Context: an optimization exercise on an open-source flow, tuned for small area, a short achievable clock period and few clock cycles. The choices shown serve that exercise and are no tape-out recipe.

==> lagoon <==
==> flow/design.v (excerpt) <==
module riscv_core
(
  input  logic                raw_clk,
  input  logic                button_reset,
  input  logic                button_halt,
  output logic [15:0]         mem_addr,
  output logic [31:0]         mem_wdata,
  output logic [3:0]          mem_byte_en,
  output logic                mem_enable,
  output logic                mem_write,
  input  logic [31:0]         mem_rdata,
  output logic                halted,
  output logic                error
);
make LEC_CHECK=0 ABC_CLOCK_PERIOD_IN_PS=6000 CAP_MARGIN=20 CORE_MARGIN=2 CORE_UTILIZATION=40 SETUP_SLACK_MARGIN=4 SLEW_MARGIN=20 finish   # period 12.0 ns
run.sh (not shown) runs the stock make flow with config.mk's settings and CLKGATE_MAP_FILE= SYNTH_SCRIPT=/design/flow/synth_recipe.tcl, a recipe that flattens the netlist after the stock synthesis.
==> umber: changes against lagoon <==
--- a/flow/design.v
+++ b/flow/design.v
@@ -48,36 +48,46 @@
       sh_out[i] = left ? sh_wide[31 - i] : sh_wide[i];
   assign sh_res = sh_out;
   always_comb
   begin
     case (funct3)
-      3'b000: result = sum;
       3'b001: result = sh_res;
       3'b010: result = {31'd0, lt_signed};
       3'b011: result = {31'd0, lt_unsigned};
       3'b100: result = operand_a ^ operand_b;
       3'b101: result = sh_res;
+      3'b000: result = operand_a ^ operand_b;
       3'b110: result = operand_a | operand_b;
       default: result = operand_a & operand_b;
     endcase
   end
 endmodule
 `timescale 1ns/1ps
 module register_file
 (
   input  logic        raw_clk,
-  input  logic [4:0]  rs1_addr,
-  input  logic [4:0]  rs2_addr,
+  input  logic [31:1] rs1_sel,
+  input  logic [31:1] rs2_sel,
+  input  logic        rs1_byp,
+  input  logic        rs2_byp,
   output logic [31:0] rs1_data,
   output logic [31:0] rs2_data,
   input  logic        rd_we,
   input  logic [4:0]  rd_addr,
   input  logic [31:0] rd_wdata
 );
   logic [31:0] regs [1:31];
-  assign rs1_data = (rs1_addr == 5'd0) ? 32'h0000_0000 : regs[rs1_addr];
-  assign rs2_data = (rs2_addr == 5'd0) ? 32'h0000_0000 : regs[rs2_addr];
+  always_comb
+  begin
+    rs1_data = {32{rs1_byp}} & rd_wdata;
+    rs2_data = {32{rs2_byp}} & rd_wdata;
+    for (int i = 1; i < 32; i++)
+    begin
+      rs1_data = rs1_data | ({32{rs1_sel[i]}} & regs[i]);
+      rs2_data = rs2_data | ({32{rs2_sel[i]}} & regs[i]);
+    end
+  end
   always_ff @(posedge raw_clk)
   begin
     if (rd_we && rd_addr != 5'd0)
       regs[rd_addr] <= rd_wdata;
   end
@@ -147,12 +157,14 @@
   input  logic [31:0]          store_wdata,
   input  logic [3:0]           store_byte_en,
   output logic [2:0]           ld_funct3,
   output logic [1:0]           ld_ea_low,
   input  logic [31:0]          load_value,
-  output logic [4:0]           rs1_addr,
-  output logic [4:0]           rs2_addr,
+  output logic [31:1]          rs1_sel,
+  output logic [31:1]          rs2_sel,
+  output logic                 rs1_byp,
+  output logic                 rs2_byp,
   input  logic [31:0]          rs1_data,
   input  logic [31:0]          rs2_data,
   output logic                 rd_we,
   output logic [4:0]           rd_addr,
   output logic [31:0]          rd_wdata,
@@ -183,10 +195,12 @@
   logic [15:0] last_fetch;      
   logic [15:0] seq_addr;
   logic [31:0] ir;
   logic [15:0] ir_pc;
   logic        ir_valid;
+  logic [4:0]  rs1_addr;
+  logic [4:0]  rs2_addr;
   logic        stopped;
   assign seq_addr    = last_fetch + 16'd4;
   assign mem_addr    = req_addr;
   assign mem_enable  = req_en;
   assign mem_write   = req_we;
@@ -227,23 +241,38 @@
   assign uses_rs2  = is_branch || is_store || is_alur;
   assign writes_rd = is_lui || is_auipc || is_jal || is_jalr || is_load || is_alui || is_alur;
   logic hazard;
   logic ld_wb;
   logic ex;
-  logic redirect;
   logic memop;
   logic drop;
   logic halt_btn;
   logic stop_now;
   assign hazard = req_load && (req_rd != 5'd0) &&
                   ((uses_rs1 && rs1_addr == req_rd) || (uses_rs2 && rs2_addr == req_rd) ||
                    (writes_rd && rd == req_rd));
   assign ld_wb  = resp_load;
   assign ex     = ir_valid && !hazard && !ld_wb && !stopped;
-  assign redirect = ex && (is_jal || is_jalr || (is_branch && branch_taken));
   assign memop    = ex && (is_load || is_store);
   assign drop     = resp_fetch && ir_valid && !ex;
+  logic [15:0] c_fetch_addr   [2];
+  logic        c_resp_fetch   [2];
+  logic        c_ir_valid     [2];
+  for (genvar k = 0; k < 2; k++)
+  begin : g_outcome
+    logic bt;
+    logic redir;
+    assign bt    = (k == 1);
+    assign redir = ex && (is_jal || is_jalr || (is_branch && bt));
+    assign c_fetch_addr[k] = redir ? pc_target :
+                             drop  ? resp_addr :
+                                     seq_addr;
+    assign c_resp_fetch[k] = req_fetch && !redir && !drop;
+    assign c_ir_valid[k]   = (!ir_valid || ex) ? (resp_fetch && !redir) : ir_valid;
+  end
+  logic use_ea;
+  assign use_ea = memop || (ex && is_jalr);
   assign halt_btn = !button_halt && !error;
   assign stop_now = halt_btn || (ex && (is_system || is_unknown)) || stopped;
   logic branch_taken;
   logic cmp_eq;
   logic cmp_ltu;
@@ -251,32 +280,56 @@
   assign cmp_eq  = (rs1_data == rs2_data);
   assign cmp_ltu = (rs1_data < rs2_data);
   assign cmp_lt  = (rs1_data[31] ^ rs2_data[31]) ? rs1_data[31] : cmp_ltu;
   assign branch_taken = (funct3[2] ? (funct3[1] ? cmp_ltu : cmp_lt) : cmp_eq) ^ funct3[0];
   assign alu_funct3 = funct3;
-  assign alu_sub    = is_branch || ((is_alur || is_alui) && funct3[2:1] == 2'b01) ||
+  assign alu_sub    = ((is_alur || is_alui) && funct3[2:1] == 2'b01) ||
                       (is_alur && funct3 == 3'b000 && ir[30]);
   assign alu_arith  = ir[30];
   assign operand_a  = rs1_data;
-  assign operand_b  = (is_alur || is_branch) ? rs2_data : is_store ? s_imm : i_imm;
+  assign operand_b  = is_alur ? rs2_data : i_imm;
+  logic [15:0] ea_sum;
+  logic [15:0] ea_addr;
+  assign ea_sum  = rs1_data[15:0] + (is_store ? s_imm[15:0] : i_imm[15:0]);
+  assign ea_addr = {ea_sum[15:2], ea_sum[1:0] & {2{!is_jalr}}};
   logic [15:0] pc_target;
-  logic [15:0] jump_target;
   logic [15:0] link;
   logic [31:0] aux_value;
   assign pc_target   = ir_pc + (is_jal ? j_imm[15:0] : b_imm[15:0]);
-  assign jump_target = is_jalr ? {alu_sum[15:2], 2'b00} : pc_target;
   assign link        = ir_pc + 16'd4;
   assign aux_value   = is_lui   ? u_imm :
                        is_auipc ? ({16'h0000, ir_pc} + u_imm) :
                                   {16'h0000, link};
-  assign rd_we    = ld_wb || (ex && writes_rd);
-  assign rd_addr  = ld_wb ? resp_rd : rd;
-  assign rd_wdata = ld_wb ? load_value : ((is_alur || is_alui) ? alu_result : aux_value);
+  logic        w_we;
+  logic [4:0]  w_rd;
+  logic [31:0] w_data;
+  logic        wb_we;
+  logic [4:0]  wb_rd;
+  logic [31:0] wb_data;
+  assign w_we   = ld_wb || (ex && writes_rd);
+  assign w_rd   = ld_wb ? resp_rd : rd;
+  logic        w_sum;
+  assign w_sum  = (is_alur || is_alui) && (funct3 == 3'b000);
+  assign w_data = ld_wb ? load_value :
+                  w_sum ? alu_sum : ((is_alur || is_alui) ? alu_result : aux_value);
+  assign rd_we    = wb_we;
+  assign rd_addr  = wb_rd;
+  assign rd_wdata = wb_data;
+  logic       take;
+  logic [4:0] rs1_next;
+  logic [4:0] rs2_next;
+  logic       byp1_next;
+  logic       byp2_next;
+  assign take      = !ir_valid || ex;
+  assign rs1_next  = take ? mem_rdata[19:15] : rs1_addr;
+  assign rs2_next  = take ? mem_rdata[24:20] : rs2_addr;
+  assign byp1_next = w_we && (w_rd == rs1_next) && (rs1_next != 5'd0);
+  assign byp2_next = w_we && (w_rd == rs2_next) && (rs2_next != 5'd0);
   assign ld_funct3 = resp_f3;
   assign ld_ea_low = resp_addr[1:0];
   assign st_funct3 = funct3;
-  assign st_ea_low = alu_sum[1:0];
+  assign st_ea_low = ea_sum[1:0];
   assign halted = stopped && !error;
   always_ff @(posedge raw_clk)
   begin
     req_wdata <= store_wdata;
     req_be    <= store_byte_en;
@@ -288,10 +341,19 @@
     if (!ir_valid || ex)
     begin
       ir    <= mem_rdata;
       ir_pc <= resp_addr;
     end
+    for (int i = 1; i < 32; i++)
+    begin
+      rs1_sel[i] <= (rs1_next == 5'(i)) && !byp1_next;
+      rs2_sel[i] <= (rs2_next == 5'(i)) && !byp2_next;
+    end
+    rs1_byp <= byp1_next;
+    rs2_byp <= byp2_next;
+    wb_rd   <= w_rd;
+    wb_data <= w_data;
     if (!button_reset)
     begin
       req_addr   <= riscv_pkg::start_pc;
       req_en     <= 1'b1;
       req_we     <= 1'b0;
@@ -299,58 +361,44 @@
       req_load   <= 1'b0;
       last_fetch <= riscv_pkg::start_pc;
       resp_fetch <= 1'b0;
       resp_load  <= 1'b0;
       ir_valid   <= 1'b0;
+      wb_we      <= 1'b0;
       stopped    <= 1'b0;
       error      <= 1'b0;
     end
     else
     begin
-      resp_fetch <= req_fetch && !redirect && !drop;
+      resp_fetch <= branch_taken ? c_resp_fetch[1] : c_resp_fetch[0];
       resp_load  <= req_load;
-      if (!ir_valid || ex)
-        ir_valid <= resp_fetch && !redirect;
+      wb_we      <= w_we;
+      ir_valid   <= branch_taken ? c_ir_valid[1] : c_ir_valid[0];
       if (stop_now)
       begin
         req_en    <= 1'b0;
         req_we    <= 1'b0;
         req_fetch <= 1'b0;
         req_load  <= 1'b0;
         stopped   <= 1'b1;
         if (!halt_btn && !stopped && ex && is_unknown)
           error <= 1'b1;
       end
-      else if (memop)
-      begin
-        req_addr  <= alu_sum[15:0];
-        req_en    <= 1'b1;
-        req_we    <= is_store;
-        req_fetch <= 1'b0;
-        req_load  <= is_load;
-      end
       else
       begin
         req_en    <= 1'b1;
-        req_we    <= 1'b0;
-        req_fetch <= 1'b1;
-        req_load  <= 1'b0;
-        if (redirect)
-        begin
-          req_addr   <= jump_target;
-          last_fetch <= jump_target;
-        end
-        else if (drop)
-        begin
-          req_addr   <= resp_addr;
-          last_fetch <= resp_addr;
-        end
+        req_we    <= memop && is_store;
+        req_fetch <= !memop;
+        req_load  <= memop && is_load;
+        if (use_ea)
+          req_addr <= ea_addr;
         else
-        begin
-          req_addr   <= seq_addr;
-          last_fetch <= seq_addr;
-        end
+          req_addr <= branch_taken ? c_fetch_addr[1] : c_fetch_addr[0];
+        if (ex && is_jalr)
+          last_fetch <= ea_addr;
+        else if (!memop)
+          last_fetch <= branch_taken ? c_fetch_addr[1] : c_fetch_addr[0];
       end
     end
   end
 endmodule
 `timescale 1ns/1ps
@@ -373,12 +421,14 @@
   logic [31:0] store_wdata;
   logic [3:0]  store_byte_en;
   logic [2:0]  ld_funct3;
   logic [1:0]  ld_ea_low;
   logic [31:0] load_value;
-  logic [4:0]  rs1_addr;
-  logic [4:0]  rs2_addr;
+  logic [31:1] rs1_sel;
+  logic [31:1] rs2_sel;
+  logic        rs1_byp;
+  logic        rs2_byp;
   logic [31:0] rs1_data;
   logic [31:0] rs2_data;
   logic        rd_we;
   logic [4:0]  rd_addr;
   logic [31:0] rd_wdata;
@@ -405,12 +455,14 @@
     .store_wdata   (store_wdata),
     .store_byte_en (store_byte_en),
     .ld_funct3     (ld_funct3),
     .ld_ea_low     (ld_ea_low),
     .load_value    (load_value),
-    .rs1_addr      (rs1_addr),
-    .rs2_addr      (rs2_addr),
+    .rs1_sel       (rs1_sel),
+    .rs2_sel       (rs2_sel),
+    .rs1_byp       (rs1_byp),
+    .rs2_byp       (rs2_byp),
     .rs1_data      (rs1_data),
     .rs2_data      (rs2_data),
     .rd_we         (rd_we),
     .rd_addr       (rd_addr),
     .rd_wdata      (rd_wdata),
@@ -425,12 +477,14 @@
     .error         (error)
   );
   register_file i_register_file
   (
     .raw_clk  (raw_clk),
-    .rs1_addr (rs1_addr),
-    .rs2_addr (rs2_addr),
+    .rs1_sel  (rs1_sel),
+    .rs2_sel  (rs2_sel),
+    .rs1_byp  (rs1_byp),
+    .rs2_byp  (rs2_byp),
     .rs1_data (rs1_data),
     .rs2_data (rs2_data),
     .rd_we    (rd_we),
     .rd_addr  (rd_addr),
     .rd_wdata (rd_wdata)
==> flow/flow/run.sh (new file) <==
#!/bin/bash
set -euo pipefail
export SETUP_SLACK_MARGIN=${MARGIN:-6.8}
bash standard.sh > standard_flow.log 2>&1
==> flow/standard.sh (new file) <==
#!/bin/bash
# synth_recipe.tcl (not shown) runs the flow's synth.tcl, then flattens the netlist and writes it again
# the make line also repeats each setting of config.mk as NAME=value (left out here)
make -C /OpenROAD-flow-scripts/flow DESIGN_CONFIG=/design/flow/config.mk WORK_HOME=/design/flow/orfs CLKGATE_MAP_FILE= SYNTH_SCRIPT=/design/flow/synth_recipe.tcl "${@:-finish}"
==> flow/config.mk (replaced) <==
export PLATFORM = sky130hd
export DESIGN_NAME = riscv_core
export DESIGN_NICKNAME = riscv_core
export VERILOG_FILES = /design/flow/design.v
export SDC_FILE = /design/flow/constraint.sdc
export NUM_CORES = 4
export LEC_CHECK = 0
export CAP_MARGIN = 20
export CORE_MARGIN = 2
export CORE_UTILIZATION = 40
export SLEW_MARGIN = 20
removed: flow/run.sh
==> violet: changes against lagoon <==
--- a/flow/design.v
+++ b/flow/design.v
@@ -63,21 +63,29 @@
 endmodule
 `timescale 1ns/1ps
 module register_file
 (
   input  logic        raw_clk,
-  input  logic [4:0]  rs1_addr,
-  input  logic [4:0]  rs2_addr,
+  input  logic [31:1] rs1_sel,
+  input  logic [31:1] rs2_sel,
   output logic [31:0] rs1_data,
   output logic [31:0] rs2_data,
   input  logic        rd_we,
   input  logic [4:0]  rd_addr,
   input  logic [31:0] rd_wdata
 );
   logic [31:0] regs [1:31];
-  assign rs1_data = (rs1_addr == 5'd0) ? 32'h0000_0000 : regs[rs1_addr];
-  assign rs2_data = (rs2_addr == 5'd0) ? 32'h0000_0000 : regs[rs2_addr];
+  always_comb
+  begin
+    rs1_data = 32'h0000_0000;
+    rs2_data = 32'h0000_0000;
+    for (int i = 1; i < 32; i++)
+    begin
+      rs1_data = rs1_data | ({32{rs1_sel[i]}} & regs[i]);
+      rs2_data = rs2_data | ({32{rs2_sel[i]}} & regs[i]);
+    end
+  end
   always_ff @(posedge raw_clk)
   begin
     if (rd_we && rd_addr != 5'd0)
       regs[rd_addr] <= rd_wdata;
   end
@@ -147,12 +155,12 @@
   input  logic [31:0]          store_wdata,
   input  logic [3:0]           store_byte_en,
   output logic [2:0]           ld_funct3,
   output logic [1:0]           ld_ea_low,
   input  logic [31:0]          load_value,
-  output logic [4:0]           rs1_addr,
-  output logic [4:0]           rs2_addr,
+  output logic [31:1]          rs1_sel,
+  output logic [31:1]          rs2_sel,
   input  logic [31:0]          rs1_data,
   input  logic [31:0]          rs2_data,
   output logic                 rd_we,
   output logic [4:0]           rd_addr,
   output logic [31:0]          rd_wdata,
@@ -183,10 +191,13 @@
   logic [15:0] last_fetch;      
   logic [15:0] seq_addr;
   logic [31:0] ir;
   logic [15:0] ir_pc;
   logic        ir_valid;
+  logic        ir_pt;           
+  logic [4:0]  rs1_addr;
+  logic [4:0]  rs2_addr;
   logic        stopped;
   assign seq_addr    = last_fetch + 16'd4;
   assign mem_addr    = req_addr;
   assign mem_enable  = req_en;
   assign mem_write   = req_we;
@@ -237,13 +248,37 @@
   assign hazard = req_load && (req_rd != 5'd0) &&
                   ((uses_rs1 && rs1_addr == req_rd) || (uses_rs2 && rs2_addr == req_rd) ||
                    (writes_rd && rd == req_rd));
   assign ld_wb  = resp_load;
   assign ex     = ir_valid && !hazard && !ld_wb && !stopped;
-  assign redirect = ex && (is_jal || is_jalr || (is_branch && branch_taken));
+  logic pt_taken;
+  logic pt_fall;
+  logic squash_rdata;
+  logic squash_inflight;
+  assign redirect = ex && !ir_pt && (is_jal || is_jalr || (is_branch && branch_taken));
+  assign pt_taken = ex && ir_pt && is_branch && branch_taken;
+  assign pt_fall  = ex && ir_pt && is_branch && !branch_taken;
   assign memop    = ex && (is_load || is_store);
   assign drop     = resp_fetch && ir_valid && !ex;
+  logic [31:0] d_word;
+  logic        d_take;
+  logic        d_is_jal;
+  logic        d_is_bb;
+  logic [15:0] d_offset;
+  logic [15:0] d_target;
+  logic        pred;
+  assign d_word   = mem_rdata;
+  assign d_take   = resp_fetch && (!ir_valid || ex) && !squash_rdata;
+  assign d_is_jal = (d_word[6:0] == riscv_pkg::op_jal);
+  assign d_is_bb  = (d_word[6:0] == riscv_pkg::op_branch) && d_word[31];
+  assign d_offset = d_is_jal ? {d_word[15:12], d_word[20], d_word[30:21], 1'b0}
+                             : {{4{d_word[31]}}, d_word[7], d_word[30:25], d_word[11:8], 1'b0};
+  assign d_target = resp_addr + d_offset;
+  assign pred     = d_take && !memop && !redirect && !pt_fall &&
+                    (d_is_jal || (d_is_bb && req_fetch));
+  assign squash_rdata    = redirect || pt_taken;
+  assign squash_inflight = redirect || pt_fall || drop || (pred && d_is_jal);
   assign halt_btn = !button_halt && !error;
   assign stop_now = halt_btn || (ex && (is_system || is_unknown)) || stopped;
   logic branch_taken;
   logic cmp_eq;
   logic cmp_ltu;
@@ -287,10 +322,16 @@
     resp_f3   <= req_f3;
     if (!ir_valid || ex)
     begin
       ir    <= mem_rdata;
       ir_pc <= resp_addr;
+      ir_pt <= pred;
+      for (int i = 1; i < 32; i++)
+      begin
+        rs1_sel[i] <= (mem_rdata[19:15] == 5'(i));
+        rs2_sel[i] <= (mem_rdata[24:20] == 5'(i));
+      end
     end
     if (!button_reset)
     begin
       req_addr   <= riscv_pkg::start_pc;
       req_en     <= 1'b1;
@@ -304,14 +345,16 @@
       stopped    <= 1'b0;
       error      <= 1'b0;
     end
     else
     begin
-      resp_fetch <= req_fetch && !redirect && !drop;
+      resp_fetch <= req_fetch && !squash_inflight;
       resp_load  <= req_load;
       if (!ir_valid || ex)
-        ir_valid <= resp_fetch && !redirect;
+        ir_valid <= resp_fetch && !squash_rdata;
+      else if (drop)
+        ir_pt <= 1'b0;
       if (stop_now)
       begin
         req_en    <= 1'b0;
         req_we    <= 1'b0;
         req_fetch <= 1'b0;
@@ -337,10 +380,20 @@
         if (redirect)
         begin
           req_addr   <= jump_target;
           last_fetch <= jump_target;
         end
+        else if (pt_fall)
+        begin
+          req_addr   <= link + 16'd4;
+          last_fetch <= link + 16'd4;
+        end
+        else if (pred)
+        begin
+          req_addr   <= d_target;
+          last_fetch <= d_target;
+        end
         else if (drop)
         begin
           req_addr   <= resp_addr;
           last_fetch <= resp_addr;
         end
@@ -373,12 +426,12 @@
   logic [31:0] store_wdata;
   logic [3:0]  store_byte_en;
   logic [2:0]  ld_funct3;
   logic [1:0]  ld_ea_low;
   logic [31:0] load_value;
-  logic [4:0]  rs1_addr;
-  logic [4:0]  rs2_addr;
+  logic [31:1] rs1_sel;
+  logic [31:1] rs2_sel;
   logic [31:0] rs1_data;
   logic [31:0] rs2_data;
   logic        rd_we;
   logic [4:0]  rd_addr;
   logic [31:0] rd_wdata;
@@ -405,12 +458,12 @@
     .store_wdata   (store_wdata),
     .store_byte_en (store_byte_en),
     .ld_funct3     (ld_funct3),
     .ld_ea_low     (ld_ea_low),
     .load_value    (load_value),
-    .rs1_addr      (rs1_addr),
-    .rs2_addr      (rs2_addr),
+    .rs1_sel       (rs1_sel),
+    .rs2_sel       (rs2_sel),
     .rs1_data      (rs1_data),
     .rs2_data      (rs2_data),
     .rd_we         (rd_we),
     .rd_addr       (rd_addr),
     .rd_wdata      (rd_wdata),
@@ -425,12 +478,12 @@
     .error         (error)
   );
   register_file i_register_file
   (
     .raw_clk  (raw_clk),
-    .rs1_addr (rs1_addr),
-    .rs2_addr (rs2_addr),
+    .rs1_sel  (rs1_sel),
+    .rs2_sel  (rs2_sel),
     .rs1_data (rs1_data),
     .rs2_data (rs2_data),
     .rd_we    (rd_we),
     .rd_addr  (rd_addr),
     .rd_wdata (rd_wdata)
==> flow/config.mk (replaced) <==
export PLATFORM = sky130hd
export DESIGN_NAME = riscv_core
export DESIGN_NICKNAME = riscv_core
export VERILOG_FILES = /design/flow/design.v
export SDC_FILE = /design/flow/constraint.sdc
export NUM_CORES = 4
export LEC_CHECK = 0
export CAP_MARGIN = 20
export CORE_MARGIN = 2
export CORE_UTILIZATION = 40
export SETUP_SLACK_MARGIN = 5
export SLEW_MARGIN = 20
==> metrics.cfg <==
[grt]
antenna_found_initial=12

[critical_path]
max_stage_delay_ns=0.91

[detailed_routing]
drt_iter0_drc=11203
wl_met3_um=52500

[logic_synthesis]
synth.distinct_cells=91
synthTopCellsByArea=edfxtp_1 (55%), a22oi_1 (7.8%), dfxtp_1 (3.7%)
synth_top_family_by_area=compound AO/OA/AOI/OAI gates

[pwr]
powerComb_mw=2.33

[outcome]
status=finished clean

[cells_and_area]
syn2layout_area_growth_pct=14.1

[cts]
clock_sinks=1212

# the run above: violet

==> metrics.cfg <==
[logic_synthesis]
synth_top_family_by_area=compound AO/OA/AOI/OAI gates
synthSimpleGateAreaFrac_pct=8.87
synth.distinct_cells=80

[grt]
met1_usage_pct=47.7

[detailed_routing]
wl_met3_um=55000
drt_iter0_drc=11189
wire_per_inst_um=43.5

[cells_and_area]
syn2layout_area_growth_pct=17.8

[critical_path]
max_stage_delay_ns=0.42

[cts]
clock_sinks=1251

[pwr]
p_seq_share_pct=43.4
powerComb_mw=2.03

[outcome]
status=finished clean

# the run above: umber

==> metrics.cfg <==
[outcome]
status=finished clean

[critical_path]
max_stage_delay_ns=0.73

[logic_synthesis]
synthTopCellsByArea=edfxtp_1 (49%), mux4_2 (15%), mux2i_1 (4.2%)
synth.distinct_cells=107

[timing]
fin_crit_ns=7.72

[detailed_routing]
wl_met3_um=25800

[pwr]
powerComb_mw=3.04

[cts]
clock_sinks=1159

# the run above: lagoon

No run of this note included a check of the RTL's function; only the layout flow was run.

## separate check: timing with driven ports
In the flow no input, the clock included, has a driving cell. The finished layouts below were timed again as built, in two steps.
Step 1 (the two cells are an assumption about what drives the block):
set clk [get_ports {raw_clk}]
set_driving_cell -lib_cell sky130_fd_sc_hd__clkbuf_16 $clk
set_driving_cell -lib_cell sky130_fd_sc_hd__buf_2 [delete_from_list [all_inputs] $clk]
Step 2 times the ports against the registers' clock, not the clock port: input delays grow and output delays shrink by t, the midpoint of the rising clock arrivals with the driver on.
Slacks: no drivers / after step 1 / after step 2; pairs: no drivers / after step 1.
run	t, ns	setup WS [ns]	worst register clock-pin slew, ns	worst data-port slew with drivers (ns)	cell pins on the clock port's net
lagoon	0.823	4.279 / 4.279 / 4.279	0.07 / 0.07	0.05	1
umber	0.851	6.755 / 6.755 / 6.279	0.07 / 0.07	0.06	1
violet	0.885	4.813 / 4.813 / 4.471	0.07 / 0.07	0.06	1
After both steps setup and hold are still met in every run listed. The setup slack of umber, which loses most, moves by 0.000 ns with the drivers and by -0.476 ns with both steps.
